What follows belongs to an exercise in optimizing a design on an open flow for a short achievable clock period and few clock cycles per item; a production flow would make more cautious choices.
Function was checked by simulation only, so behaviour that the tests miss may differ from the original.
Power and IR drop assume default switching activity.

==> flow/design.v <==
package aap_pkg;
   typedef logic [16-1:0]   data_t;
   typedef logic [24-1:0]     pc_t;
   typedef logic [3-1:0] regnum_t;
   typedef logic [16-1:0]  instr_t;
   typedef enum logic [1:0] {
      class_alu,
      class_ldst,
      class_flow,
      class_misc
   } instr_class_e;
   typedef enum logic [3:0] {
      op_nop,
      op_add,
      op_sub,
      op_and,
      op_or,
      op_xor,
      op_asr,
      op_lsl,
      op_lsr,
      op_mov,
      op_addi,
      op_subi,
      op_asri,
      op_lsli,
      op_lsri,
      op_movi
   } alu_op_e;
   typedef enum logic [3:0] {
      op_bra,
      op_bal,
      op_beq,
      op_bne,
      op_blts,
      op_bles,
      op_bltu,
      op_bleu,
      op_jmp,
      op_jal,
      op_jeq,
      op_jne,
      op_jlts,
      op_jles,
      op_jltu,
      op_jleu
   } flow_op_e;
endpackage
module instr_decode (
   input  aap_pkg::instr_t       instr,
   output logic                  is_16bit,
   output aap_pkg::instr_class_e op_class,
   output aap_pkg::alu_op_e      alu_op,
   output aap_pkg::flow_op_e     flow_op,
   output aap_pkg::regnum_t      rd,
   output aap_pkg::regnum_t      ra,
   output aap_pkg::regnum_t      rb,
   output logic [2:0]            imm3,
   output logic [5:0]            imm6,
   output aap_pkg::pc_t          simm3,
   output aap_pkg::pc_t          simm6,
   output aap_pkg::pc_t          simm9
);
   assign is_16bit = ~instr[15];
   assign op_class = aap_pkg::instr_class_e'(instr[14:13]);
   assign alu_op  = aap_pkg::alu_op_e'(instr[12:9]);
   assign flow_op = aap_pkg::flow_op_e'(instr[12:9]);
   assign rd = instr[8:6];
   assign ra = instr[5:3];
   assign rb = instr[2:0];
   assign imm3 = instr[2:0];
   assign imm6 = instr[5:0];
   assign simm3 = {{(24-3){instr[8]}}, instr[8:6]};
   assign simm6 = {{(24-6){instr[8]}}, instr[8:3]};
   assign simm9 = {{(24-9){instr[8]}}, instr[8:0]};
endmodule
module reg_file (
   input  logic             clk,
   input  logic             rst,
   input  aap_pkg::regnum_t ra_num,
   input  aap_pkg::regnum_t rb_num,
   input  aap_pkg::regnum_t rd_num,
   output aap_pkg::data_t   ra_data,
   output aap_pkg::data_t   rb_data,
   output aap_pkg::data_t   rd_data,
   input  logic             we,
   input  aap_pkg::regnum_t wnum,
   input  aap_pkg::data_t   wdata
);
   aap_pkg::data_t regs [8];
   assign ra_data = regs[ra_num];
   assign rb_data = regs[rb_num];
   assign rd_data = regs[rd_num];
   always_ff @(posedge clk) begin
      if (rst) begin
         for (int i = 0; i < 8; i++) begin
            regs[i] <= '0;
         end
      end else if (we) begin
         regs[wnum] <= wdata;
      end
   end
endmodule
module alu (
   input  aap_pkg::alu_op_e op,
   input  aap_pkg::data_t   a,
   input  aap_pkg::data_t   b,
   input  logic [2:0]       imm3,
   input  logic [5:0]       imm6,
   input  logic             carry_in,
   output aap_pkg::data_t   result,
   output logic             carry_out,
   output logic             writes_carry
);
   logic                  use_imm;
   logic                  is_sub;
   aap_pkg::data_t        opnd;
   logic [16:0]  sum;
   logic [16:0]  asr_full;
   assign use_imm = (op == aap_pkg::op_addi) || (op == aap_pkg::op_subi) ||
                    (op == aap_pkg::op_asri) || (op == aap_pkg::op_lsli) ||
                    (op == aap_pkg::op_lsri);
   assign opnd    = use_imm ? aap_pkg::data_t'(imm3) : b;
   assign is_sub = (op == aap_pkg::op_sub) || (op == aap_pkg::op_subi);
   assign sum    = is_sub ? {1'b0, a} - {1'b0, opnd}
                          : {1'b0, a} + {1'b0, opnd};
   assign asr_full = {carry_in, a} >> opnd;
   always_comb begin
      result       = '0;
      carry_out    = carry_in;
      writes_carry = 1'b0;
      case (op)
         aap_pkg::op_add, aap_pkg::op_sub,
         aap_pkg::op_addi, aap_pkg::op_subi: begin
            result       = sum[16-1:0];
            carry_out    = sum[16];
            writes_carry = 1'b1;
         end
         aap_pkg::op_and:  result = a & b;
         aap_pkg::op_or:   result = a | b;
         aap_pkg::op_xor:  result = a ^ b;
         aap_pkg::op_asr, aap_pkg::op_asri: result = asr_full[16-1:0];
         aap_pkg::op_lsl, aap_pkg::op_lsli: result = a << opnd;
         aap_pkg::op_lsr, aap_pkg::op_lsri: result = a >> opnd;
         aap_pkg::op_mov:  result = a;
         aap_pkg::op_movi: result = aap_pkg::data_t'(imm6);
         default:          result = '0;
      endcase
   end
endmodule
module branch_unit (
   input  aap_pkg::flow_op_e op,
   input  aap_pkg::pc_t      pc,
   input  aap_pkg::data_t    a,
   input  aap_pkg::data_t    b,
   input  aap_pkg::data_t    d,
   input  aap_pkg::pc_t      simm3,
   input  aap_pkg::pc_t      simm6,
   input  aap_pkg::pc_t      simm9,
   output aap_pkg::pc_t      next_pc,
   output logic              link_we,
   output aap_pkg::data_t    link_data
);
   logic           taken;
   aap_pkg::data_t pc_lo_inc;
   aap_pkg::pc_t   pc_inc;
   aap_pkg::pc_t   abs_target;
   aap_pkg::pc_t   abs_fall;
   assign pc_inc    = pc + aap_pkg::pc_t'(1);
   assign pc_lo_inc = pc[16-1:0] + aap_pkg::data_t'(1);
   assign abs_target = {pc[24-1:16], d};
   assign abs_fall   = {pc[24-1:16], pc_lo_inc};
   always_comb begin
      case (op)
         aap_pkg::op_beq,  aap_pkg::op_jeq:  taken = (a == b);
         aap_pkg::op_bne,  aap_pkg::op_jne:  taken = (a != b);
         aap_pkg::op_blts, aap_pkg::op_jlts: taken = ($signed(a) < $signed(b));
         aap_pkg::op_bles, aap_pkg::op_jles: taken = ($signed(a) <= $signed(b));
         aap_pkg::op_bltu, aap_pkg::op_jltu: taken = (a < b);
         aap_pkg::op_bleu, aap_pkg::op_jleu: taken = (a <= b);
         default:                            taken = 1'b1;
      endcase
   end
   always_comb begin
      case (op)
         aap_pkg::op_bra: next_pc = pc + simm9;
         aap_pkg::op_bal: next_pc = pc + simm6;
         aap_pkg::op_jmp, aap_pkg::op_jal: next_pc = abs_target;
         aap_pkg::op_beq, aap_pkg::op_bne, aap_pkg::op_blts, aap_pkg::op_bles,
         aap_pkg::op_bltu, aap_pkg::op_bleu: begin
            next_pc = taken ? pc + simm3 : pc_inc;
         end
         default: next_pc = taken ? abs_target : abs_fall;
      endcase
   end
   assign link_we   = (op == aap_pkg::op_bal) || (op == aap_pkg::op_jal);
   assign link_data = pc_lo_inc;
endmodule
module exec_control (
   input  logic                  clk,
   input  logic                  rst,
   input  logic                  instr_valid,
   output logic                  instr_ready,
   input  logic                  is_16bit,
   input  aap_pkg::instr_class_e op_class,
   input  aap_pkg::regnum_t      rb,
   input  aap_pkg::regnum_t      rd,
   input  aap_pkg::data_t        alu_result,
   input  logic                  alu_carry,
   input  logic                  alu_writes_carry,
   input  aap_pkg::alu_op_e      alu_op,
   input  aap_pkg::pc_t          next_pc,
   input  logic                  link_we,
   input  aap_pkg::data_t        link_data,
   output logic                  rf_we,
   output aap_pkg::regnum_t      rf_wnum,
   output aap_pkg::data_t        rf_wdata,
   output aap_pkg::pc_t          pc,
   output logic                  carry,
   output logic                  exec_done,
   output logic                  wb_we,
   output aap_pkg::regnum_t      wb_regnum,
   output aap_pkg::data_t        wb_data
);
   logic           accept;
   logic           commit_we;
   aap_pkg::pc_t   commit_pc;
   logic           commit_carry;
   assign instr_ready = ~exec_done;
   assign accept      = instr_valid & instr_ready;
   always_comb begin
      commit_we    = 1'b0;
      rf_wnum      = rd;
      rf_wdata     = alu_result;
      commit_pc    = pc + aap_pkg::pc_t'(1);
      commit_carry = carry;
      if (is_16bit && op_class == aap_pkg::class_alu) begin
         commit_we = (alu_op != aap_pkg::op_nop);
         if (alu_writes_carry) begin
            commit_carry = alu_carry;
         end
      end else if (is_16bit && op_class == aap_pkg::class_flow) begin
         commit_we = link_we;
         rf_wnum   = rb;
         rf_wdata  = link_data;
         commit_pc = next_pc;
      end
   end
   assign rf_we = accept & commit_we;
   always_ff @(posedge clk) begin
      if (rst) begin
         pc        <= '0;
         carry     <= 1'b0;
         exec_done <= 1'b0;
         wb_we     <= 1'b0;
      end else begin
         exec_done <= accept;
         wb_we     <= rf_we;
         if (accept) begin
            pc    <= commit_pc;
            carry <= commit_carry;
         end
      end
   end
   always_ff @(posedge clk) begin
      if (accept) begin
         wb_regnum <= rf_wnum;
         wb_data   <= rf_wdata;
      end
   end
endmodule
module aap_exec_top (
   input  logic             clk,
   input  logic             rst,
   input  aap_pkg::instr_t  instr,
   input  logic             instr_valid,
   output logic             instr_ready,
   output logic             exec_done,
   output aap_pkg::pc_t     pc,
   output logic             carry,
   output logic             wb_we,
   output aap_pkg::regnum_t wb_regnum,
   output aap_pkg::data_t   wb_data
);
   assign instr_ready = 1'b1;
   localparam int NDST = 7;
   localparam int NSRC = 5;
   logic        rst_q;
   logic        p_v;
   logic [15:0] p_w;
   always_ff @(posedge clk) begin
      rst_q <= rst;
      p_v   <= ~rst & instr_valid;
      p_w   <= instr;
   end
   logic [15:0] regs [8];
   logic [23:0] pc_q;
   logic        carry_q;
   logic        d_v;
   logic [2:0]  d_ra, d_rb, d_rd;
   logic        d_we;
   logic [2:0]  d_wnum;
   logic [3:0]  d_unit;      
   logic        d_bimm;
   logic [5:0]  d_imm;
   logic [NSRC-1:0] d_sel [NDST];
   logic        d_wfa, d_wfb, d_wfd;
   logic        d_l_and, d_l_or, d_l_xor, d_l_a, d_l_b, d_l_link;
   logic        d_h_lsl, d_h_lsr, d_h_asr;
   logic        d_abs;
   logic        d_c_al, d_c_eq, d_c_ne, d_c_cmp, d_cmp_cin, d_cmp_sgn;
   logic [23:0] d_off;
   logic        e_v;
   logic        e_we;
   logic [2:0]  e_wnum;
   logic [3:0]  e_unit;
   logic [3:0]  e_wunit;
   logic [15:0] e_op [NDST];
   logic        e_l_and, e_l_or, e_l_xor, e_l_a, e_l_b, e_l_link;
   logic        e_h_lsl, e_h_lsr, e_h_asr;
   logic        e_abs;
   logic        e_c_al, e_c_eq, e_c_ne, e_c_cmp, e_cmp_cin, e_cmp_sgn;
   logic [23:0] e_off;
   logic        w_v;
   logic [2:0]  w_wnum;
   logic [15:0] w_res;
   logic [15:0] u_res [4];
   logic       q_alu, q_flow;
   logic [3:0] q_op;
   logic [2:0] q_rd, q_ra, q_rb;
   logic       q_we;
   logic [2:0] q_wnum;
   logic       q_bimm;
   logic [3:0] q_unit;
   logic [NDST-1:0] q_use;
   assign q_alu  = ~p_w[15] & (p_w[14:13] == 2'd0);
   assign q_flow = ~p_w[15] & (p_w[14:13] == 2'd2);
   assign q_op   = p_w[12:9];
   assign q_rd   = p_w[8:6];
   assign q_ra   = p_w[5:3];
   assign q_rb   = p_w[2:0];
   assign q_we   = (q_alu & (q_op != 4'd0)) | (q_flow & (q_op[2:0] == 3'd1));
   assign q_wnum = q_flow ? q_rb : q_rd;
   assign q_bimm = q_alu & (q_op >= 4'd10);
   assign q_unit[0] = q_alu & ((q_op == 4'd1) | (q_op == 4'd10));
   assign q_unit[1] = q_alu & ((q_op == 4'd2) | (q_op == 4'd11));
   assign q_unit[2] = q_alu & ((q_op == 4'd6) | (q_op == 4'd7) | (q_op == 4'd8) |
                               (q_op == 4'd12) | (q_op == 4'd13) | (q_op == 4'd14));
   assign q_unit[3] = (q_alu & ((q_op == 4'd3) | (q_op == 4'd4) | (q_op == 4'd5) |
                                (q_op == 4'd9) | (q_op == 4'd15))) |
                      (q_flow & (q_op[2:0] == 3'd1));
   assign q_use[0] = q_unit[0] | (q_unit[3] & q_alu);
   assign q_use[1] = q_use[0];
   assign q_use[2] = q_unit[1] | (q_flow & (q_op[2:1] != 2'd0));
   assign q_use[3] = q_use[2];
   assign q_use[4] = q_unit[2];
   assign q_use[5] = q_unit[2];
   assign q_use[6] = q_flow & q_op[3];
   logic fe_a, fe_b, fe_d;
   logic [NDST-1:0] fe;
   assign fe_a = d_v & d_we & (d_wnum == q_ra);
   assign fe_b = d_v & d_we & (d_wnum == q_rb) & ~q_bimm;
   assign fe_d = d_v & d_we & (d_wnum == q_rd);
   assign fe   = {fe_d, fe_b, fe_a, fe_b, fe_a, fe_b, fe_a};
   logic [23:0] q_off;
   always_comb begin
      q_off = 24'd1;
      if (q_flow && !q_op[3]) begin
         case (q_op[2:0])
            3'd0:    q_off = {{15{p_w[8]}}, p_w[8:0]};
            3'd1:    q_off = {{18{p_w[8]}}, p_w[8:3]};
            default: q_off = {{21{p_w[8]}}, p_w[8:6]};
         endcase
      end
   end
   always_ff @(posedge clk) begin
      d_v    <= ~rst & p_v;
      d_ra   <= q_ra;
      d_rb   <= q_rb;
      d_rd   <= q_rd;
      d_we   <= q_we;
      d_wnum <= q_wnum;
      d_unit <= q_unit;
      d_bimm <= q_bimm;
      d_imm  <= (q_op == 4'd15) ? p_w[5:0] : {3'b0, p_w[2:0]};
      for (int j = 0; j < NDST; j++) begin
         for (int k = 0; k < 4; k++) begin
            d_sel[j][k] <= q_use[j] & fe[j] & d_unit[k];
         end
         d_sel[j][4] <= q_use[j] & ~fe[j];
      end
      d_wfa <= e_v & e_we & (e_wnum == q_ra);
      d_wfb <= e_v & e_we & (e_wnum == q_rb);
      d_wfd <= e_v & e_we & (e_wnum == q_rd);
      d_l_and   <= q_op == 4'd3;
      d_l_or    <= q_op == 4'd4;
      d_l_xor   <= q_op == 4'd5;
      d_l_a     <= q_alu & (q_op == 4'd9);
      d_l_b     <= q_alu & (q_op == 4'd15);
      d_l_link  <= q_flow;
      d_h_lsl   <= (q_op == 4'd7) | (q_op == 4'd13);
      d_h_lsr   <= (q_op == 4'd8) | (q_op == 4'd14);
      d_h_asr   <= (q_op == 4'd6) | (q_op == 4'd12);
      d_abs     <= q_flow & q_op[3];
      d_c_al    <= ~q_flow | (q_op[2:1] == 2'd0);
      d_c_eq    <= q_flow & (q_op[2:0] == 3'd2);
      d_c_ne    <= q_flow & (q_op[2:0] == 3'd3);
      d_c_cmp   <= q_flow & q_op[2];
      d_cmp_cin <= ~q_op[0];
      d_cmp_sgn <= ~q_op[1];
      d_off     <= q_off;
   end
   logic [15:0] rd_a, rd_b, rd_d;
   logic [15:0] early [NDST];
   assign rd_a = d_wfa ? w_res : regs[d_ra];
   assign rd_b = d_bimm ? {10'b0, d_imm} : d_wfb ? w_res : regs[d_rb];
   assign rd_d = d_wfd ? w_res : regs[d_rd];
   assign early[0] = rd_a;
   assign early[1] = rd_b;
   assign early[2] = rd_a;
   assign early[3] = rd_b;
   assign early[4] = rd_a;
   assign early[5] = rd_b;
   assign early[6] = rd_d;
   always_ff @(posedge clk) begin
      e_v    <= ~rst & d_v;
      e_we   <= d_we;
      e_wnum <= d_wnum;
      e_unit <= d_v ? d_unit : 4'd0;
      e_wunit <= d_unit;
      for (int j = 0; j < NDST; j++) begin
         e_op[j] <= ({16{d_sel[j][0]}} & u_res[0]) |
                    ({16{d_sel[j][1]}} & u_res[1]) |
                    ({16{d_sel[j][2]}} & u_res[2]) |
                    ({16{d_sel[j][3]}} & u_res[3]) |
                    ({16{d_sel[j][4]}} & early[j]);
      end
      e_l_and   <= d_l_and;
      e_l_or    <= d_l_or;
      e_l_xor   <= d_l_xor;
      e_l_a     <= d_l_a;
      e_l_b     <= d_l_b;
      e_l_link  <= d_l_link;
      e_h_lsl   <= d_h_lsl;
      e_h_lsr   <= d_h_lsr;
      e_h_asr   <= d_h_asr;
      e_abs     <= d_abs & d_v;
      e_c_al    <= d_c_al | ~d_v;
      e_c_eq    <= d_c_eq;
      e_c_ne    <= d_c_ne;
      e_c_cmp   <= d_c_cmp;
      e_cmp_cin <= d_cmp_cin;
      e_cmp_sgn <= d_cmp_sgn;
      e_off     <= d_v ? d_off : 24'd0;
   end
   logic [15:0] a1, b1, a2, b2, a3, b3, td;
   assign a1 = e_op[0];
   assign b1 = e_op[1];
   assign a2 = e_op[2];
   assign b2 = e_op[3];
   assign a3 = e_op[4];
   assign b3 = e_op[5];
   assign td = e_op[6];
   logic [15:0] add_g, add_p;
   logic [16:0] add_cy;
   logic        add_c;
   ks_gen  #(.SUB(0)) u_add_g (.a(a1), .b(b1), .g(add_g));
   ks_prop #(.SUB(0)) u_add_p (.a(a1), .b(b1), .p(add_p));
   ks_tree u_add_c (.g(add_g), .p(add_p), .cin(1'b0), .c(add_cy));
   ks_sum  u_add_s (.p(add_p), .c(add_cy[15:0]), .s(u_res[0]));
   assign add_c = add_cy[16];
   logic [15:0] sub_g, sub_p;
   logic [16:0] sub_cy;
   logic        sub_c;
   ks_gen  #(.SUB(1)) u_sub_g (.a(a2), .b(b2), .g(sub_g));
   ks_prop #(.SUB(1)) u_sub_p (.a(a2), .b(b2), .p(sub_p));
   ks_tree u_sub_c (.g(sub_g), .p(sub_p), .cin(1'b1), .c(sub_cy));
   ks_sum  u_sub_s (.p(sub_p), .c(sub_cy[15:0]), .s(u_res[1]));
   assign sub_c = ~sub_cy[16];
   logic [16:0] cmp_cy;
   logic        eq, cmp, taken;
   ks_tree u_cmp_c (.g(sub_g), .p(sub_p), .cin(e_cmp_cin), .c(cmp_cy));
   assign eq     = &sub_p;
   logic eqterm, flip, taken0, taken1;
   assign eqterm = (e_c_eq & eq) | (e_c_ne & ~eq);
   assign flip   = e_cmp_sgn & (a2[15] ^ b2[15]);
   assign taken1 = e_c_al | eqterm | (e_c_cmp & flip);
   assign taken0 = e_c_al | eqterm | (e_c_cmp & ~flip);
   logic        big16, big17;
   logic [15:0] sh_l, sh_rl;
   logic [16:0] asr_full;
   assign big16    = |b3[15:4];
   assign big17    = (|b3[15:5]) | (b3[4] & (|b3[3:0]));
   assign sh_l     = a3 << b3[3:0];
   assign sh_rl    = a3 >> b3[3:0];
   assign asr_full = {carry_q, a3} >> b3[3:0];
   assign u_res[2] = ({16{e_h_lsl & ~big16}} & sh_l) |
                     ({16{e_h_lsr & ~big16}} & sh_rl) |
                     ({16{e_h_asr & ~big17 & ~b3[4]}} & asr_full[15:0]) |
                     {15'd0, e_h_asr & ~big17 & b3[4] & carry_q};
   logic [23:0] pc_inc, pc_rel, pc_t, pc_f, pc_n0, pc_n1, pc_next;
   logic [9:0]  lo_rel, lo_inc;
   logic [14:0] hi_p1, hi_m1, hi_rel, hi_inc;
   assign lo_rel = {1'b0, pc_q[8:0]} + {1'b0, e_off[8:0]};
   assign lo_inc = {1'b0, pc_q[8:0]} + 10'd1;
   assign hi_p1  = pc_q[23:9] + 15'd1;
   assign hi_m1  = pc_q[23:9] - 15'd1;
   assign hi_rel = e_off[23] ? (lo_rel[9] ? pc_q[23:9] : hi_m1)
                             : (lo_rel[9] ? hi_p1 : pc_q[23:9]);
   assign hi_inc = lo_inc[9] ? hi_p1 : pc_q[23:9];
   assign pc_inc = {hi_inc, lo_inc[8:0]};
   assign pc_rel = {hi_rel, lo_rel[8:0]};
   assign pc_t    = e_abs ? {pc_q[23:16], td} : pc_rel;
   assign pc_f    = e_abs ? {pc_q[23:16], pc_inc[15:0]} : pc_inc;
   assign pc_n0   = taken0 ? pc_t : pc_f;
   assign pc_n1   = taken1 ? pc_t : pc_f;
   pc_mux u_pc_mux (.s(cmp_cy[16]), .d0(pc_n0), .d1(pc_n1), .y(pc_next));
   assign u_res[3] = ({16{e_l_and}}  & (a1 & b1)) |
                     ({16{e_l_or}}   & (a1 | b1)) |
                     ({16{e_l_xor}}  & (a1 ^ b1)) |
                     ({16{e_l_a}}    & a1) |
                     ({16{e_l_b}}    & b1) |
                     ({16{e_l_link}} & pc_inc[15:0]);
   logic carry_next;
   assign carry_next = e_unit[0] ? add_c :
                       e_unit[1] ? sub_c : carry_q;
   always_ff @(posedge clk) begin
      if (rst_q) begin
         pc_q    <= '0;
         carry_q <= 1'b0;
      end else begin
         pc_q    <= pc_next;
         carry_q <= carry_next;
      end
   end
   always_ff @(posedge clk) begin
      w_v    <= ~rst & e_v & e_we;
      w_wnum <= e_wnum;
      w_res  <= ({16{e_wunit[0]}} & u_res[0]) | ({16{e_wunit[1]}} & u_res[1]) |
                ({16{e_wunit[2]}} & u_res[2]) | ({16{e_wunit[3]}} & u_res[3]);
   end
   always_ff @(posedge clk) begin
      for (int i = 0; i < 8; i++) begin
         if (rst_q) begin
            regs[i] <= '0;
         end else if (w_v && w_wnum == 3'(i)) begin
            regs[i] <= w_res;
         end
      end
   end
   logic r_v;
   always_ff @(posedge clk) begin
      r_v       <= ~rst & e_v;
      exec_done <= ~rst & r_v;
      pc        <= pc_q;
      carry     <= carry_q;
      wb_we     <= w_v;
      wb_regnum <= w_wnum;
      wb_data   <= w_res;
   end
endmodule
module ks_gen #(parameter bit SUB = 0) (
   input  logic [15:0] a,
   input  logic [15:0] b,
   output logic [15:0] g
);
   assign g = SUB ? (a & ~b) : (a & b);
endmodule
module ks_prop #(parameter bit SUB = 0) (
   input  logic [15:0] a,
   input  logic [15:0] b,
   output logic [15:0] p
);
   assign p = SUB ? ~(a ^ b) : (a ^ b);
endmodule
module ks_level #(parameter int K = 1) (
   input  logic [15:0] g,
   input  logic [15:0] p,
   output logic [15:0] gn,
   output logic [15:0] pn
);
   always_comb begin
      for (int i = 0; i < 16; i++) begin
         if (i >= K) begin
            gn[i] = g[i] | (p[i] & g[i-K]);
            pn[i] = p[i] & p[i-K];
         end else begin
            gn[i] = g[i];
            pn[i] = p[i];
         end
      end
   end
endmodule
module ks_cin (
   input  logic [15:0] g,
   input  logic [15:0] p,
   input  logic        cin,
   output logic [15:0] gn
);
   assign gn = {g[15:1], g[0] | (p[0] & cin)};
endmodule
module ks_tree (
   input  logic [15:0] g,
   input  logic [15:0] p,
   input  logic        cin,
   output logic [16:0] c
);
   logic [15:0] g0, g1, p1, g2, p2, g3, p3, g4, p4;
   ks_cin            u_cin (.g(g),  .p(p),  .cin(cin), .gn(g0));
   ks_level #(.K(1)) u_l1  (.g(g0), .p(p),  .gn(g1), .pn(p1));
   ks_level #(.K(2)) u_l2  (.g(g1), .p(p1), .gn(g2), .pn(p2));
   ks_level #(.K(4)) u_l3  (.g(g2), .p(p2), .gn(g3), .pn(p3));
   ks_level #(.K(8)) u_l4  (.g(g3), .p(p3), .gn(g4), .pn(p4));
   assign c = {g4, cin};
endmodule
module ks_sum (
   input  logic [15:0] p,
   input  logic [15:0] c,
   output logic [15:0] s
);
   assign s = p ^ c;
endmodule
module pc_mux (
   input  logic        s,
   input  logic [23:0] d0,
   input  logic [23:0] d1,
   output logic [23:0] y
);
   assign y = s ? d1 : d0;
endmodule
==> flow/run.sh <==
#!/bin/bash
# synth_recipe.tcl (not shown) runs the flow's synth.tcl, then flattens the netlist and writes it again
# the make line also repeats each setting of config.mk as NAME=value (left out here)
make -C /OpenROAD-flow-scripts/flow DESIGN_CONFIG=/design/flow/config.mk WORK_HOME=/design/flow/orfs CLKGATE_MAP_FILE= SYNTH_SCRIPT=/design/flow/synth_recipe.tcl finish
==> flow/config.mk <==
export PLATFORM = sky130hd
export DESIGN_NAME = aap_exec_top
export DESIGN_NICKNAME = aap_exec_top
export VERILOG_FILES = /design/flow/design.v
export SDC_FILE = /design/flow/constraint.sdc
export NUM_CORES = 4
export LEC_CHECK = 0
export ABC_CLOCK_PERIOD_IN_PS = 2000
export CAP_MARGIN = 20
export CORE_MARGIN = 2
export CORE_UTILIZATION = 40
export SETUP_SLACK_MARGIN = 5
export SLEW_MARGIN = 20
export SYNTH_HIERARCHICAL = 1
==> flow/constraint.sdc <==
create_clock -name core_clock -period 7.5 [get_ports {clk}]
set_input_delay 1.5000 -clock core_clock [delete_from_list [all_inputs] [get_ports {clk}]]
set_output_delay 1.5000 -clock core_clock [all_outputs]
set_load 0.01 [all_outputs]
==> results of run 1 <==
## metrics by stage
step                      total power, mW  hold slack [ns]  setup WS (ns)
after floorplan                      3.00            0.310           4.89
after global placement               3.18            0.310           4.26
after detailed placement             3.18            0.312           4.23
after CTS                            6.19            0.326           4.71
after global routing                 6.39            0.331           4.58
final                                6.25            0.326           4.68
## worst max-delay path: cells and delay by family, from the launching register on
family / cells / cell delay (ns)
AO/OA/AOI/OAI: 3 / 0.72
flip-flops: 1 / 0.36
AND/OR/NAND/NOR: 5 / 1.09
adder cells (fa/ha/maj): 1 / 0.26
multiplexers: 1 / 0.27
## metal layers
| layer | vias up | global-route usage [%] |
|---|---|---|
| li1 | 11905 | - |
| met1 | 13088 | 40.7 |
| met2 | 1808 | 47.8 |
| met3 | 420 | 9.98 |
| met4 | 0 | 15.8 |
| met5 | - | 0 |
## power by group
group	switching, mW	internal (mW)
registers	0.0771	2.54
clock network	1.16	1.79
logic	0.410	0.287
total	1.64	4.61
## path summary, 6_finish.rpt
check	startpoint	endpoint	slack, ns	depth (start not counted)
min	d_l_link$_DFF_P_	e_l_link$_DFF_P_	0.33	0
max reg2reg	pc_q[6]$_SDFF_PP0_	pc_q[11]$_SDFF_PP0_	4.68	10
min reg2reg	d_l_link$_DFF_P_	e_l_link$_DFF_P_	0.33	0
max	pc_q[6]$_SDFF_PP0_	pc_q[11]$_SDFF_PP0_	4.68	10
## timing repair
action                     4_1_cts  5_1_grt
resized for setup              473      167
setup endpoints to repair      206      208
buffers inserted               104       40
gates cloned                     5        5
hold buffers                     0        0
pin swaps                       90       86
## registers in the layout (all words and copies together) (netlist names), 4 cells and up
name and count:
d_off 9, d_sel 35, pc 24, regs 128, d_unit 4, e_off 9, w_res 16, pc_q 24
wb_data 16, e_op 112, e_wunit 4, d_imm 4, p_w 16
## area by class of cell
cell class	count	area, um2
multi-input combinational	2401	17700
inverter	106	425
clock buffer	67	1450
fill	6376	34900
sequential	471	9600
clock inverter	31	507
tap	882	1100
timing repair buffer	271	2640
==> results.toml, run 1 <==
[drt]
top_layer = "met4"
first_pass_iters = 13
drt_iter0_markers = 4930
drc_errors = 0
num_vias = 27221
antenna_left = 0
routed_wl_um = 117000
wl_met2_um = 49600
met1_length_um = 45100
avgRoutedWirePerCell_um = 27.6
vias_per_cell = 6.44
route.met3.wl_um = 14900

[critical_path]
cpMaxStageDelayCell = "a311o_1"
path_cells = "ha_4 > a21o_1 > or3_1 > a311o_1 > and3_4 > or3_1 > nand3_2 > a31oi_1 > mux2_4 > nor2b_1"
critPathKind = "reg -> reg"
crit_arrival_ns = 3.31
path_common_cell = "or3_1"
required_ns = 7.99
cp-start-kind = "flip-flop"
crit_path_end_kind = "flip-flop"
slowest_delay_ns = 0.42
crit_fanout = 5

[synth]
yosysWarnings = 21
syn_area_per_cell_um2 = 8.31
syn_inst = 3309
syn_area_mm2 = 0.0275

[clock_tree]
cts-root-buf = "clkbuf_16"
cts_tree = "built"
clock-sinks = 471
path_clk_slew_ns = 0.07
insertion_delay_ns = 0.64
clockBufferDepth = 3
cts_buffers = 53
htree_levels = 2

[die]
rows = 96
die_x_um = 266
ios = 66
die_h_um = 266
core_mm2 = 0.0683
die_area_mm2 = 0.0708
initial_core_util_pct = 40.2

[grt]
grt-ovfl-total = 0
antenna_found_initial = 5
grt_use_total_pct = 31.7
grt_pass1_wl_um = 169000
grt_max_degree = 62
grt_pass1_vias = 25391

[cells_and_area]
area_growth_pct = 21.8
final_cell_area_mm2 = 0.0335
mostFrequentLayoutCell = "nand2_1"
final_cells = 4229
antennaDiodeCount = 0
layout-drive-gt1-share_pct = 23.2
final_cell_mix = "534 x nand2_1, 376 x dfxtp_1, 210 x a21oi_1"
fin_util_pct = 49.0
nets = 3368

[pwr]
leakagePower_nw = 13.4
p_per_area_mw_per_mm2 = 187
vdd_drop_max_mv = 0.163

[hold_path]
hold_path_class = "reg -> reg"

[timing]
worst_pin_slew_ns = 1.17
post-route-min-period_ns = 2.82
rsz0062_at_grt = "true"
relSlewSlack_pct = 22.2
fin_crit_sh_pct = 37.6
hold_violations = 0
skew_ns = 0.0353
report.final.slew_viol_count = 0
max_freq_ghz = 0.355
setup_viol = 0
tns_ns = 0

[run_status]
status = "finished clean"

[placement]
dp.final_hpwl_um = 77100
placed_area_mm2 = 0.0283
gp_congestion = 1.03
port-buffer-count = 64
dpl.cell_count = 3973

[flow_run]
cap_violations = 0
Testbench counts, summed over its fixed seeds: cycles 24,040, items 24,000.
==> run 2, diff against run 1 <==
--- a/flow/design.v
+++ b/flow/design.v
@@ -422,6 +422,7 @@
    assign early[4] = rd_a;
    assign early[5] = rd_b;
    assign early[6] = rd_d;
+   logic [15:0] op_next [NDST];
    always_ff @(posedge clk) begin
       e_v    <= ~rst & d_v;
       e_we   <= d_we;
@@ -429,11 +430,7 @@
       e_unit <= d_v ? d_unit : 4'd0;
       e_wunit <= d_unit;
       for (int j = 0; j < NDST; j++) begin
-         e_op[j] <= ({16{d_sel[j][0]}} & u_res[0]) |
-                    ({16{d_sel[j][1]}} & u_res[1]) |
-                    ({16{d_sel[j][2]}} & u_res[2]) |
-                    ({16{d_sel[j][3]}} & u_res[3]) |
-                    ({16{d_sel[j][4]}} & early[j]);
+         e_op[j] <= op_next[j];
       end
       e_l_and   <= d_l_and;
       e_l_or    <= d_l_or;
@@ -467,7 +464,6 @@
    ks_gen  #(.SUB(0)) u_add_g (.a(a1), .b(b1), .g(add_g));
    ks_prop #(.SUB(0)) u_add_p (.a(a1), .b(b1), .p(add_p));
    ks_tree u_add_c (.g(add_g), .p(add_p), .cin(1'b0), .c(add_cy));
-   ks_sum  u_add_s (.p(add_p), .c(add_cy[15:0]), .s(u_res[0]));
    assign add_c = add_cy[16];
    logic [15:0] sub_g, sub_p;
    logic [16:0] sub_cy;
@@ -475,22 +471,19 @@
    ks_gen  #(.SUB(1)) u_sub_g (.a(a2), .b(b2), .g(sub_g));
    ks_prop #(.SUB(1)) u_sub_p (.a(a2), .b(b2), .p(sub_p));
    ks_tree u_sub_c (.g(sub_g), .p(sub_p), .cin(1'b1), .c(sub_cy));
-   ks_sum  u_sub_s (.p(sub_p), .c(sub_cy[15:0]), .s(u_res[1]));
    assign sub_c = ~sub_cy[16];
    logic [16:0] cmp_cy;
    logic        eq, cmp, taken;
-   ks_tree u_cmp_c (.g(sub_g), .p(sub_p), .cin(e_cmp_cin), .c(cmp_cy));
+   logic [16:0] cmp_cy2;
+   ks_tree u_cmp_c  (.g(sub_g), .p(sub_p), .cin(e_cmp_cin), .c(cmp_cy));
+   ks_tree u_cmp_c2 (.g(sub_g), .p(sub_p), .cin(e_cmp_cin), .c(cmp_cy2));
    assign eq     = &sub_p;
-   logic eqterm, flip, taken0, taken1;
-   assign eqterm = (e_c_eq & eq) | (e_c_ne & ~eq);
-   assign flip   = e_cmp_sgn & (a2[15] ^ b2[15]);
-   assign taken1 = e_c_al | eqterm | (e_c_cmp & flip);
-   assign taken0 = e_c_al | eqterm | (e_c_cmp & ~flip);
+   logic flip;
+   assign flip = e_cmp_sgn & (a2[15] ^ b2[15]);
    logic        big16, big17;
    logic [15:0] sh_l, sh_rl;
    logic [16:0] asr_full;
-   assign big16    = |b3[15:4];
-   assign big17    = (|b3[15:5]) | (b3[4] & (|b3[3:0]));
+   shamt_big u_big (.b(b3), .big16(big16), .big17(big17));
    assign sh_l     = a3 << b3[3:0];
    assign sh_rl    = a3 >> b3[3:0];
    assign asr_full = {carry_q, a3} >> b3[3:0];
@@ -498,23 +491,66 @@
                      ({16{e_h_lsr & ~big16}} & sh_rl) |
                      ({16{e_h_asr & ~big17 & ~b3[4]}} & asr_full[15:0]) |
                      {15'd0, e_h_asr & ~big17 & b3[4] & carry_q};
-   logic [23:0] pc_inc, pc_rel, pc_t, pc_f, pc_n0, pc_n1, pc_next;
+   logic [23:0] pc_inc, pc_t, pc_f, pc_next;
    logic [9:0]  lo_rel, lo_inc;
-   logic [14:0] hi_p1, hi_m1, hi_rel, hi_inc;
-   assign lo_rel = {1'b0, pc_q[8:0]} + {1'b0, e_off[8:0]};
+   logic [14:0] hi_p1, hi_m1, hi_inc;
+   logic [15:0] lo_g, lo_p, lo_s;
+   logic [16:0] lo_cy;
+   ks_gen  #(.SUB(0)) u_lo_g (.a({7'd0, pc_q[8:0]}), .b({7'd0, e_off[8:0]}), .g(lo_g));
+   ks_prop #(.SUB(0)) u_lo_p (.a({7'd0, pc_q[8:0]}), .b({7'd0, e_off[8:0]}), .p(lo_p));
+   ks_tree u_lo_c (.g(lo_g), .p(lo_p), .cin(1'b0), .c(lo_cy));
+   ks_sum  u_lo_s (.p(lo_p), .c(lo_cy[15:0]), .s(lo_s));
+   assign lo_rel = {lo_cy[9], lo_s[8:0]};
    assign lo_inc = {1'b0, pc_q[8:0]} + 10'd1;
-   assign hi_p1  = pc_q[23:9] + 15'd1;
-   assign hi_m1  = pc_q[23:9] - 15'd1;
-   assign hi_rel = e_off[23] ? (lo_rel[9] ? pc_q[23:9] : hi_m1)
-                             : (lo_rel[9] ? hi_p1 : pc_q[23:9]);
+   logic [16:0] hp1_cy, hm1_cy;
+   ks_tree u_hp1_c (.g(16'd0), .p({1'b0, pc_q[23:9]}),  .cin(1'b1), .c(hp1_cy));
+   ks_tree u_hm1_c (.g(16'd0), .p({1'b0, ~pc_q[23:9]}), .cin(1'b1), .c(hm1_cy));
+   assign hi_p1 = pc_q[23:9] ^ hp1_cy[14:0];
+   assign hi_m1 = pc_q[23:9] ^ hm1_cy[14:0];
+   logic [14:0] hi_t;
+   pc_tsel u_pc_tsel (
+      .hi   (pc_q[23:9]),
+      .hp1  (hi_p1),
+      .hm1  (hi_m1),
+      .td   (td[15:9]),
+      .c9   (lo_rel[9]),
+      .sign (e_off[23]),
+      .abs  (e_abs),
+      .y    (hi_t)
+   );
    assign hi_inc = lo_inc[9] ? hi_p1 : pc_q[23:9];
    assign pc_inc = {hi_inc, lo_inc[8:0]};
-   assign pc_rel = {hi_rel, lo_rel[8:0]};
-   assign pc_t    = e_abs ? {pc_q[23:16], td} : pc_rel;
+   assign pc_t    = {hi_t, e_abs ? td[8:0] : lo_rel[8:0]};
    assign pc_f    = e_abs ? {pc_q[23:16], pc_inc[15:0]} : pc_inc;
-   assign pc_n0   = taken0 ? pc_t : pc_f;
-   assign pc_n1   = taken1 ? pc_t : pc_f;
-   pc_mux u_pc_mux (.s(cmp_cy[16]), .d0(pc_n0), .d1(pc_n1), .y(pc_next));
+   logic [23:0] pc_y0, pc_y1;
+   for (genvar j = 0; j < 4; j++) begin : g_pc
+      logic taken0, taken1;
+      pc_cond u_pc_cond (
+         .p      (sub_p),
+         .al     (e_c_al),
+         .eqs    (e_c_eq),
+         .nes    (e_c_ne),
+         .cmps   (e_c_cmp),
+         .flip   (flip),
+         .taken0 (taken0),
+         .taken1 (taken1)
+      );
+      pc_pre u_pc_pre (
+         .rst    (rst_q),
+         .taken0 (taken0),
+         .taken1 (taken1),
+         .t      (pc_t[6*j +: 6]),
+         .f      (pc_f[6*j +: 6]),
+         .y0     (pc_y0[6*j +: 6]),
+         .y1     (pc_y1[6*j +: 6])
+      );
+      pc_fin u_pc_fin (
+         .c16    (j < 2 ? cmp_cy[16] : cmp_cy2[16]),
+         .y0     (pc_y0[6*j +: 6]),
+         .y1     (pc_y1[6*j +: 6]),
+         .y      (pc_next[6*j +: 6])
+      );
+   end
    assign u_res[3] = ({16{e_l_and}}  & (a1 & b1)) |
                      ({16{e_l_or}}   & (a1 | b1)) |
                      ({16{e_l_xor}}  & (a1 ^ b1)) |
@@ -524,20 +560,43 @@
    logic carry_next;
    assign carry_next = e_unit[0] ? add_c :
                        e_unit[1] ? sub_c : carry_q;
+   for (genvar j = 0; j < NDST; j++) begin : g_byp
+      byp u_byp (
+         .sel   (d_sel[j]),
+         .pa    (add_p),
+         .ca    (add_cy[15:0]),
+         .ps    (sub_p),
+         .cs    (sub_cy[15:0]),
+         .sh    (u_res[2]),
+         .lg    (u_res[3]),
+         .early (early[j]),
+         .y     (op_next[j])
+      );
+   end
    always_ff @(posedge clk) begin
+      pc_q <= pc_next;
       if (rst_q) begin
-         pc_q    <= '0;
          carry_q <= 1'b0;
       end else begin
-         pc_q    <= pc_next;
          carry_q <= carry_next;
       end
    end
+   logic [15:0] w_next;
+   byp u_byp_w (
+      .sel   ({1'b0, e_wunit}),
+      .pa    (add_p),
+      .ca    (add_cy[15:0]),
+      .ps    (sub_p),
+      .cs    (sub_cy[15:0]),
+      .sh    (u_res[2]),
+      .lg    (u_res[3]),
+      .early (16'd0),
+      .y     (w_next)
+   );
    always_ff @(posedge clk) begin
       w_v    <= ~rst & e_v & e_we;
       w_wnum <= e_wnum;
-      w_res  <= ({16{e_wunit[0]}} & u_res[0]) | ({16{e_wunit[1]}} & u_res[1]) |
-                ({16{e_wunit[2]}} & u_res[2]) | ({16{e_wunit[3]}} & u_res[3]);
+      w_res  <= w_next;
    end
    always_ff @(posedge clk) begin
       for (int i = 0; i < 8; i++) begin
@@ -620,11 +679,80 @@
 );
    assign s = p ^ c;
 endmodule
-module pc_mux (
-   input  logic        s,
-   input  logic [23:0] d0,
-   input  logic [23:0] d1,
-   output logic [23:0] y
+module byp (
+   input  logic [4:0]  sel,
+   input  logic [15:0] pa,
+   input  logic [15:0] ca,
+   input  logic [15:0] ps,
+   input  logic [15:0] cs,
+   input  logic [15:0] sh,
+   input  logic [15:0] lg,
+   input  logic [15:0] early,
+   output logic [15:0] y
+);
+   assign y = ({16{sel[0]}} & (pa ^ ca)) |
+              ({16{sel[1]}} & (ps ^ cs)) |
+              ({16{sel[2]}} & sh) |
+              ({16{sel[3]}} & lg) |
+              ({16{sel[4]}} & early);
+endmodule
+module pc_cond (
+   input  logic [15:0] p,
+   input  logic        al,
+   input  logic        eqs,
+   input  logic        nes,
+   input  logic        cmps,
+   input  logic        flip,
+   output logic        taken0,
+   output logic        taken1
+);
+   logic eq, eqterm;
+   assign eq     = &p;
+   assign eqterm = al | (eqs & eq) | (nes & ~eq);
+   assign taken0 = eqterm | (cmps & ~flip);
+   assign taken1 = eqterm | (cmps & flip);
+endmodule
+module pc_pre (
+   input  logic       rst,
+   input  logic       taken0,
+   input  logic       taken1,
+   input  logic [5:0] t,
+   input  logic [5:0] f,
+   output logic [5:0] y0,
+   output logic [5:0] y1
+);
+   assign y0 = rst ? 6'd0 : taken0 ? t : f;
+   assign y1 = rst ? 6'd0 : taken1 ? t : f;
+endmodule
+module pc_tsel (
+   input  logic [14:0] hi,
+   input  logic [14:0] hp1,
+   input  logic [14:0] hm1,
+   input  logic [6:0]  td,
+   input  logic        c9,
+   input  logic        sign,
+   input  logic        abs,
+   output logic [14:0] y
+);
+   logic [14:0] rel;
+   assign rel = sign ? (c9 ? hi : hm1) : (c9 ? hp1 : hi);
+   assign y   = abs ? {hi[14:7], td} : rel;
+endmodule
+module pc_fin (
+   input  logic       c16,
+   input  logic [5:0] y0,
+   input  logic [5:0] y1,
+   output logic [5:0] y
+);
+   assign y = c16 ? y1 : y0;
+endmodule
+module shamt_big (
+   input  logic [15:0] b,
+   output logic        big16,
+   output logic        big17
 );
-   assign y = s ? d1 : d0;
+   logic hi5;
+   assign hi5   = |b[15:5];
+   assign big16 = hi5 | b[4];
+   assign big17 = hi5 | (b[4] & (|b[3:0]));
 endmodule
==> results.toml, run 2 <==
[grt]
grt_max_degree = 69
grt-ovfl-total = 0
antenna_found_initial = 6
grt_pass1_vias = 27992
grt_use_total_pct = 30.3
grt_pass1_wl_um = 188000

[cells_and_area]
final_cell_area_mm2 = 0.0376
largest_reg_flops = 128
area_growth_pct = 17.1
nets = 3807
multi_input_area_mm2 = 0.0215
nFillCells = 7551
antennaDiodeCount = 0
layout-drive-gt1-share_pct = 20.4
mostFrequentLayoutCell = "nand2_1"
largest_register = "regs"
fin_util_pct = 47.5
final_cell_mix = "538 x nand2_1, 379 x dfxtp_1, 327 x xor2_1"
top_regs = "regs (128), e_op (112), d_sel (35)"
ff_latch_area_mm2 = 0.00961

[pwr]
p_per_area_mw_per_mm2 = 170
p_sw_share_pct = 28.2
vdd_drop_max_mv = 0.200
clockPowerShare_pct = 45.3
leakagePower_nw = 16.5
p_total_mw = 6.39
p_sw_mw = 1.80
combPwrFrac_pct = 13.0
intPower_mw = 4.59
sequentialPowerShare_pct = 41.7

[drt]
routed_wl_um = 130000
drc_errors = 0
avgRoutedWirePerCell_um = 26.7
first_pass_iters = 15
antenna_left = 0
num_vias = 29940
vias_per_cell = 6.17
drt_iter0_markers = 4589

[critical_path]
crit_arrival_ns = 3.22
critPathKind = "reg -> reg"
required_ns = 8.05
cp-start-kind = "flip-flop"
crit_fanout = 8
crit_path_end_kind = "flip-flop"

[timing]
max_freq_ghz = 0.374
hold_violations = 0
report.final.slew_viol_count = 0
setup_viol = 0
worst_pin_slew_ns = 1.32
post-route-min-period_ns = 2.67
relSlewSlack_pct = 11.7
fin_crit_sh_pct = 35.6
whs_ns = 0.325
tns_ns = 0
rsz0062_at_grt = "true"
skew_ns = 0.0384

[die]
die_x_um = 287
die_area_mm2 = 0.0824
initial_core_util_pct = 40.5
die_h_um = 287
ios = 66
rows = 103
core_mm2 = 0.0791

[clock_tree]
path_clk_slew_ns = 0.06
cts-root-buf = "clkbuf_16"
clock-sinks = 471
cts_buffers = 54
clockBufferDepth = 3
cts-hold-fix-buffers = 0
cts_tree = "built"
insertion_delay_ns = 0.65
htree_levels = 2

[hold_path]
hold_path_class = "reg -> reg"

[placement]
placed_area_mm2 = 0.0323
gp_congestion = 0.990
port-buffer-count = 64
dp.final_hpwl_um = 84300

[synth]
syn_area_per_cell_um2 = 8.51
syn_inst = 3770
syn_area_mm2 = 0.0321
yosysWarnings = 22

[run_status]
status = "finished clean"

[flow_run]
cap_violations = 0
[run 2: metal layers]
metal,vias to the layer above,GRT usage (%),part of all wire (%)
li1,13236,-,-
met1,14308,38.8,39
met2,1922,45.9,42
met3,468,8.28,12
met4,6,16.9,7.1
met5,-,0,0.062
[run 2: path summary, 6_finish.rpt]
kind | start | to | slack, ns | depth (start not counted)
max | e_op[5][1]$_DFF_P_ | e_op[1][4]$_DFF_P_ | 4.83 | 12
min | d_l_a$_DFF_P_ | e_l_a$_DFF_P_ | 0.32 | 0
max reg2reg | e_op[5][1]$_DFF_P_ | e_op[1][4]$_DFF_P_ | 4.83 | 12
min reg2reg | d_l_a$_DFF_P_ | e_l_a$_DFF_P_ | 0.32 | 0
[run 2: timing repair]
| action | 4_1_cts | 5_1_grt |
|---|---|---|
| endpoints found under the setup margin | 199 | 263 |
| pin swaps | 73 | 176 |
| endpoints found under the hold margin | 0 | 0 |
| gates resized for setup | 476 | 161 |
| buffers inserted | 108 | 35 |
| gates cloned | 11 | 2 |
[run 2: power groups by stage]
| stage | Clock, mW | Combinational [mW] | Sequential [mW] |
|---|---|---|---|
| after floorplan | 0 | 0.577 | 2.65 |
| after global placement | 0 | 0.683 | 2.72 |
| after detailed placement | 0 | 0.687 | 2.72 |
| after CTS | 2.92 | 0.761 | 2.66 |
| after global routing | 3.01 | 0.875 | 2.67 |
| final | 2.89 | 0.830 | 2.67 |
[run 2: final cells by class]
class	count	share of cell area, %
multi-input cells	2872	57.3
clock buffers	74	4.17
well taps	1050	3.50
clock inverters	28	1.04
repair inverters	2	0.0266
repair buffers	272	7.54
flip-flops and latches	471	25.6
inverters	82	0.863
[run 2: worst max-delay path, stage by stage, from the launching register on]
cell and delay, ns:
dfxtp_4 0.36, buf_12 0.14, o41ai_2 0.31, nand4_1 0.21, nor3b_4 0.29, buf_6 0.16, nand3_4 0.09, o2bb2ai_4 0.24
inv_2 0.06, a22oi_2 0.17, buf_6 0.16, a222oi_1 0.11, nand2_1 0.24
[run 2: metrics by stage]
step           cells  worst slack (ns)
2_1_floorplan   3830              5.00
3_3_place_gp    4592              3.75
3_5_place_dp    4592              3.69
4_1_cts         4813              4.89
5_1_grt         4851              4.82
6_report        4851              4.83
Testbench counts of run 2, summed over its fixed seeds: cycles 24,040, items 24,000.
==> run 3, diff against run 2 <==
--- a/flow/design.v
+++ b/flow/design.v
@@ -297,14 +297,14 @@
    logic [23:0] pc_q;
    logic        carry_q;
    logic        d_v;
-   logic [2:0]  d_ra, d_rb, d_rd;
+   logic [8:0]  d_rsa, d_rsd;
+   logic [9:0]  d_rsb;
    logic        d_we;
    logic [2:0]  d_wnum;
    logic [3:0]  d_unit;      
    logic        d_bimm;
    logic [5:0]  d_imm;
    logic [NSRC-1:0] d_sel [NDST];
-   logic        d_wfa, d_wfb, d_wfd;
    logic        d_l_and, d_l_or, d_l_xor, d_l_a, d_l_b, d_l_link;
    logic        d_h_lsl, d_h_lsr, d_h_asr;
    logic        d_abs;
@@ -362,6 +362,10 @@
    assign fe_b = d_v & d_we & (d_wnum == q_rb) & ~q_bimm;
    assign fe_d = d_v & d_we & (d_wnum == q_rd);
    assign fe   = {fe_d, fe_b, fe_a, fe_b, fe_a, fe_b, fe_a};
+   logic wf_a, wf_b, wf_d;
+   assign wf_a = e_v & e_we & (e_wnum == q_ra);
+   assign wf_b = e_v & e_we & (e_wnum == q_rb);
+   assign wf_d = e_v & e_we & (e_wnum == q_rd);
    logic [23:0] q_off;
    always_comb begin
       q_off = 24'd1;
@@ -375,9 +379,6 @@
    end
    always_ff @(posedge clk) begin
       d_v    <= ~rst & p_v;
-      d_ra   <= q_ra;
-      d_rb   <= q_rb;
-      d_rd   <= q_rd;
       d_we   <= q_we;
       d_wnum <= q_wnum;
       d_unit <= q_unit;
@@ -389,9 +390,15 @@
          end
          d_sel[j][4] <= q_use[j] & ~fe[j];
       end
-      d_wfa <= e_v & e_we & (e_wnum == q_ra);
-      d_wfb <= e_v & e_we & (e_wnum == q_rb);
-      d_wfd <= e_v & e_we & (e_wnum == q_rd);
+      for (int k = 0; k < 8; k++) begin
+         d_rsa[k] <= (q_ra == 3'(k)) & ~wf_a;
+         d_rsb[k] <= (q_rb == 3'(k)) & ~wf_b & ~q_bimm;
+         d_rsd[k] <= (q_rd == 3'(k)) & ~wf_d;
+      end
+      d_rsa[8] <= wf_a;
+      d_rsb[8] <= wf_b & ~q_bimm;
+      d_rsb[9] <= q_bimm;
+      d_rsd[8] <= wf_d;
       d_l_and   <= q_op == 4'd3;
       d_l_or    <= q_op == 4'd4;
       d_l_xor   <= q_op == 4'd5;
@@ -412,9 +419,15 @@
    end
    logic [15:0] rd_a, rd_b, rd_d;
    logic [15:0] early [NDST];
-   assign rd_a = d_wfa ? w_res : regs[d_ra];
-   assign rd_b = d_bimm ? {10'b0, d_imm} : d_wfb ? w_res : regs[d_rb];
-   assign rd_d = d_wfd ? w_res : regs[d_rd];
+   rf_read u_rd_a (.sel({1'b0, d_rsa}), .r0(regs[0]), .r1(regs[1]), .r2(regs[2]),
+                   .r3(regs[3]), .r4(regs[4]), .r5(regs[5]), .r6(regs[6]),
+                   .r7(regs[7]), .w(w_res), .imm(16'd0), .y(rd_a));
+   rf_read u_rd_b (.sel(d_rsb), .r0(regs[0]), .r1(regs[1]), .r2(regs[2]),
+                   .r3(regs[3]), .r4(regs[4]), .r5(regs[5]), .r6(regs[6]),
+                   .r7(regs[7]), .w(w_res), .imm({10'b0, d_imm}), .y(rd_b));
+   rf_read u_rd_d (.sel({1'b0, d_rsd}), .r0(regs[0]), .r1(regs[1]), .r2(regs[2]),
+                   .r3(regs[3]), .r4(regs[4]), .r5(regs[5]), .r6(regs[6]),
+                   .r7(regs[7]), .w(w_res), .imm(16'd0), .y(rd_d));
    assign early[0] = rd_a;
    assign early[1] = rd_b;
    assign early[2] = rd_a;
@@ -481,16 +494,28 @@
    logic flip;
    assign flip = e_cmp_sgn & (a2[15] ^ b2[15]);
    logic        big16, big17;
-   logic [15:0] sh_l, sh_rl;
-   logic [16:0] asr_full;
+   logic [15:0] l8;
+   logic [16:0] r8;
    shamt_big u_big (.b(b3), .big16(big16), .big17(big17));
-   assign sh_l     = a3 << b3[3:0];
-   assign sh_rl    = a3 >> b3[3:0];
-   assign asr_full = {carry_q, a3} >> b3[3:0];
-   assign u_res[2] = ({16{e_h_lsl & ~big16}} & sh_l) |
-                     ({16{e_h_lsr & ~big16}} & sh_rl) |
-                     ({16{e_h_asr & ~big17 & ~b3[4]}} & asr_full[15:0]) |
-                     {15'd0, e_h_asr & ~big17 & b3[4] & carry_q};
+   logic [3:0]  sdl, sdh;
+   logic [15:0] l4a;
+   logic [16:0] r4a;
+   dec4 u_sdl (.s(b3[1:0]), .y(sdl));
+   dec4 u_sdh (.s(b3[3:2]), .y(sdh));
+   sh_quad #(.W(16), .K(1), .LEFT(1)) u_l1 (.a(a3),  .d(sdl), .y(l4a));
+   sh_quad #(.W(16), .K(4), .LEFT(1)) u_l4 (.a(l4a), .d(sdh), .y(l8));
+   sh_quad #(.W(17), .K(1), .LEFT(0)) u_r1 (.a({e_h_asr & carry_q, a3}), .d(sdl), .y(r4a));
+   sh_quad #(.W(17), .K(4), .LEFT(0)) u_r4 (.a(r4a), .d(sdh), .y(r8));
+   sh_fin u_sh_fin (
+      .l     (l8),
+      .r     (r8[15:0]),
+      .kl    (e_h_lsl),
+      .kr    (e_h_lsr | e_h_asr),
+      .k16   (e_h_asr & carry_q),
+      .big16 (big16),
+      .big17 (big17),
+      .y     (u_res[2])
+   );
    logic [23:0] pc_inc, pc_t, pc_f, pc_next;
    logic [9:0]  lo_rel, lo_inc;
    logic [14:0] hi_p1, hi_m1, hi_inc;
@@ -690,11 +715,44 @@
    input  logic [15:0] early,
    output logic [15:0] y
 );
-   assign y = ({16{sel[0]}} & (pa ^ ca)) |
-              ({16{sel[1]}} & (ps ^ cs)) |
-              ({16{sel[2]}} & sh) |
-              ({16{sel[3]}} & lg) |
-              ({16{sel[4]}} & early);
+   logic [15:0] sa, ss, t1, t2, t3;
+   g_xor2  u_sa (.a(pa), .b(ca), .y(sa));
+   g_xor2  u_ss (.a(ps), .b(cs), .y(ss));
+   g_aoi22 u_t1 (.a({16{sel[0]}}), .b(sa), .c({16{sel[1]}}), .d(ss), .y(t1));
+   g_aoi22 u_t2 (.a({16{sel[2]}}), .b(sh), .c({16{sel[3]}}), .d(lg), .y(t2));
+   g_nand2 u_t3 (.a({16{sel[4]}}), .b(early), .y(t3));
+   g_nand3 u_y  (.a(t1), .b(t2), .c(t3), .y(y));
+endmodule
+module g_xor2 (
+   input  logic [15:0] a,
+   input  logic [15:0] b,
+   output logic [15:0] y
+);
+   assign y = a ^ b;
+endmodule
+module g_aoi22 (
+   input  logic [15:0] a,
+   input  logic [15:0] b,
+   input  logic [15:0] c,
+   input  logic [15:0] d,
+   output logic [15:0] y
+);
+   assign y = ~((a & b) | (c & d));
+endmodule
+module g_nand2 (
+   input  logic [15:0] a,
+   input  logic [15:0] b,
+   output logic [15:0] y
+);
+   assign y = ~(a & b);
+endmodule
+module g_nand3 (
+   input  logic [15:0] a,
+   input  logic [15:0] b,
+   input  logic [15:0] c,
+   output logic [15:0] y
+);
+   assign y = ~(a & b & c);
 endmodule
 module pc_cond (
    input  logic [15:0] p,
@@ -756,3 +814,57 @@
    assign big16 = hi5 | b[4];
    assign big17 = hi5 | (b[4] & (|b[3:0]));
 endmodule
+module rf_read (
+   input  logic [9:0]  sel,
+   input  logic [15:0] r0,
+   input  logic [15:0] r1,
+   input  logic [15:0] r2,
+   input  logic [15:0] r3,
+   input  logic [15:0] r4,
+   input  logic [15:0] r5,
+   input  logic [15:0] r6,
+   input  logic [15:0] r7,
+   input  logic [15:0] w,
+   input  logic [15:0] imm,
+   output logic [15:0] y
+);
+   assign y = ({16{sel[0]}} & r0) | ({16{sel[1]}} & r1) |
+              ({16{sel[2]}} & r2) | ({16{sel[3]}} & r3) |
+              ({16{sel[4]}} & r4) | ({16{sel[5]}} & r5) |
+              ({16{sel[6]}} & r6) | ({16{sel[7]}} & r7) |
+              ({16{sel[8]}} & w)  | ({16{sel[9]}} & imm);
+endmodule
+module dec4 (
+   input  logic [1:0] s,
+   output logic [3:0] y
+);
+   assign y = {s == 2'd3, s == 2'd2, s == 2'd1, s == 2'd0};
+endmodule
+module sh_quad #(parameter int W = 16, parameter int K = 1, parameter bit LEFT = 0) (
+   input  logic [W-1:0] a,
+   input  logic [3:0]   d,
+   output logic [W-1:0] y
+);
+   if (LEFT) begin : g_l
+      assign y = ({W{d[0]}} & a) | ({W{d[1]}} & (a << K)) |
+                 ({W{d[2]}} & (a << (2*K))) | ({W{d[3]}} & (a << (3*K)));
+   end else begin : g_r
+      assign y = ({W{d[0]}} & a) | ({W{d[1]}} & (a >> K)) |
+                 ({W{d[2]}} & (a >> (2*K))) | ({W{d[3]}} & (a >> (3*K)));
+   end
+endmodule
+module sh_fin (
+   input  logic [15:0] l,
+   input  logic [15:0] r,
+   input  logic        kl,
+   input  logic        kr,
+   input  logic        k16,
+   input  logic        big16,
+   input  logic        big17,
+   output logic [15:0] y
+);
+   logic b16;
+   assign b16 = big16 & ~big17;
+   assign y = ({16{kl & ~big16}} & l) | ({16{kr & ~big16}} & r) |
+              {15'd0, k16 & b16};
+endmodule
==> results.toml, run 3 <==
[synth]
syn_area_per_cell_um2 = 8.84
syn_inst = 3738
syn_area_mm2 = 0.0330
yosysWarnings = 22

[timing]
fin_crit_sh_pct = 34.7
relSlewSlack_pct = 18.5
setup_viol = 0
rsz0062_at_grt = "true"
skew_ns = 0.0312
tns_ns = 0
post-route-min-period_ns = 2.61
hold_violations = 0
worst_pin_slew_ns = 1.22
max_freq_ghz = 0.384
report.final.slew_viol_count = 0

[run_status]
status = "finished clean"

[pwr]
p_sw_mw = 1.79
intPower_mw = 4.71
combPwrFrac_pct = 11.5
p_sw_share_pct = 27.6
leakagePower_nw = 16.4
sequentialPowerShare_pct = 42.8
vdd_drop_max_mv = 0.155
p_total_mw = 6.51
clockPowerShare_pct = 45.7
p_per_area_mw_per_mm2 = 170

[critical_path]
cpMaxStageDelayCell = "dfxtp_4"
crit_fanout = 8
crit_arrival_ns = 3.13
slowest_delay_ns = 0.39
path_common_cell = "a21o_1"
critPathKind = "reg -> reg"
cp-start-kind = "flip-flop"
path_cells = "and2_1 > a21o_1 > a21o_1 > a21o_1 > a21o_4 > or2_4 > a211oi_2 > nor2_1 > mux2i_1 > nor2_1 > mux2_4"
required_ns = 8.03
crit_path_end_kind = "flip-flop"

[drt]
routed_wl_um = 123000
antenna_left = 0
avgRoutedWirePerCell_um = 24.9
vias_per_cell = 5.97
drt_iter0_markers = 3585
first_pass_iters = 6
drc_errors = 0
num_vias = 29628

[clock_tree]
clock-sinks = 489
cts-root-buf = "clkbuf_16"
cts_tree = "built"
htree_levels = 2
clockBufferDepth = 3
path_clk_slew_ns = 0.07
cts_buffers = 55
cts-hold-fix-buffers = 0
insertion_delay_ns = 0.65

[hold_path]
hold_path_class = "reg -> reg"

[cells_and_area]
final_cell_area_mm2 = 0.0382
layout-drive-gt1-share_pct = 25.1
final_cell_mix = "500 x nand2_1, 410 x dfxtp_1, 329 x xor2_1"
top_regs = "regs (128), e_op (112), d_sel (35)"
nFillCells = 7923
final_cells = 4960
largest_reg_flops = 128
largest_register = "regs"
nets = 3896
antennaDiodeCount = 0
area_growth_pct = 15.7
mostFrequentLayoutCell = "nand2_1"

[placement]
gp_congestion = 1.03
port-buffer-count = 64
dp.final_hpwl_um = 81900
placed_area_mm2 = 0.0338
dpl.cell_count = 4696

[grt]
grt_max_degree = 94
grt_use_total_pct = 27.6
antenna_found_initial = 4
grt_pass1_wl_um = 179000
grt_pass1_vias = 27335
grt-ovfl-total = 0

[die]
die_area_mm2 = 0.0849
initial_core_util_pct = 40.3
ios = 66
core_mm2 = 0.0820
die_x_um = 291
die_h_um = 291
rows = 105

[flow_run]
cap_violations = 0
[run 3: through the flow]
stage	hold slack (ns)	util (%)	setup slack [ns]
after detailed placement	0.312	41.2	3.86
after global routing	0.328	46.6	4.81
after CTS	0.327	44.9	4.88
final	0.326	46.6	4.89
after floorplan	0.310	-	5.01
after global placement	0.312	41.2	3.96
[run 3: power by group through the flow]
stage               Clock, mW  Combinational (mW)  Sequential [mW]
floorplan                   0               0.568             2.75
global placement            0               0.624             2.84
detailed placement          0               0.630             2.84
CTS                      3.01               0.676             2.79
global route             3.12               0.795             2.79
finish                   2.97               0.747             2.79
[run 3: layout make-up]
type                       instances  area (um2)  share of cell area (%)
inverter                          71         269                   0.704
clock inverter                    39         527                    1.38
clock buffer                      64        1470                    3.85
sequential                       489        9960                    26.1
timing repair buffer             300        2660                    6.97
tap                             1070        1340                    3.50
multi-input combinational       2927       22000                    57.5
[run 3: routing by layer]
| layer | wire length [um] | GRT usage [%] | up-vias |
|---|---|---|---|
| li1 | - | - | 13445 |
| met1 | 50600 | 36.6 | 14179 |
| met4 | 6340 | 12.9 | 2 |
| met3 | 13100 | 6.86 | 358 |
| met5 | 13 | 0 | - |
| met2 | 53200 | 41.9 | 1644 |
[run 3: worst max-delay path: cells and delay by family (launching register included)]
kind               cells  cell delay, ns
and+or+nand+nor        4            0.66
DFF                    1            0.39
muxes                  2            0.48
AOI/OAI and AO/OA      5            0.96
[run 3: what timing repair did]
| item | in CTS | in global routing |
|---|---|---|
| pin swaps | 37 | 45 |
| endpoints found under the hold margin | 0 | 0 |
| resized for setup | 378 | 135 |
| buffers inserted | 51 | 102 |
| setup endpoints to repair | 194 | 153 |
| gates cloned | 2 | 5 |
[run 3: final timing paths]
check                   from                to  slack (ns)  cells past startpoint
max reg2reg  pc_q[4]$_DFF_P_  pc_q[14]$_DFF_P_        4.89                     11
max          pc_q[4]$_DFF_P_  pc_q[14]$_DFF_P_        4.89                     11
min          d_c_cmp$_DFF_P_   e_c_cmp$_DFF_P_        0.33                      0
min reg2reg  d_c_cmp$_DFF_P_   e_c_cmp$_DFF_P_        0.33                      0
Testbench counts of run 3, summed over its fixed seeds: cycles 24,040, items 24,000.

what the ideal ports hide:
How much do the figures lean on ideal ports? The routed layouts below were timed once more, with nothing changed but the port constraints.
Step 1: set_driving_cell puts a clkbuf_16 on clk and a buf_2 on each other input, an assumption about the parent block.
Step 2, shift: input delay + t, output delay - t, t = (earliest + latest rising clock arrival at the registers) / 2. This alone moves slack from input paths to output paths.
Three values: no drivers, after step 1, after step 2; two values: the first two.
| run | shift t [ns] | setup slack, ns | worst setup path at the end | worst slew at a driven data input, ns |
|---|---|---|---|---|
| run 1 | 0.690 | 4.681 / 4.681 / 4.681 | register to register | 0.03 |
| run 2 | 0.703 | 4.829 / 4.829 / 4.829 | register to register | 0.11 |
| run 3 | 0.697 | 4.895 / 4.851 / 4.895 | register to register | 0.04 |
After both steps setup and hold are still met in every run listed.
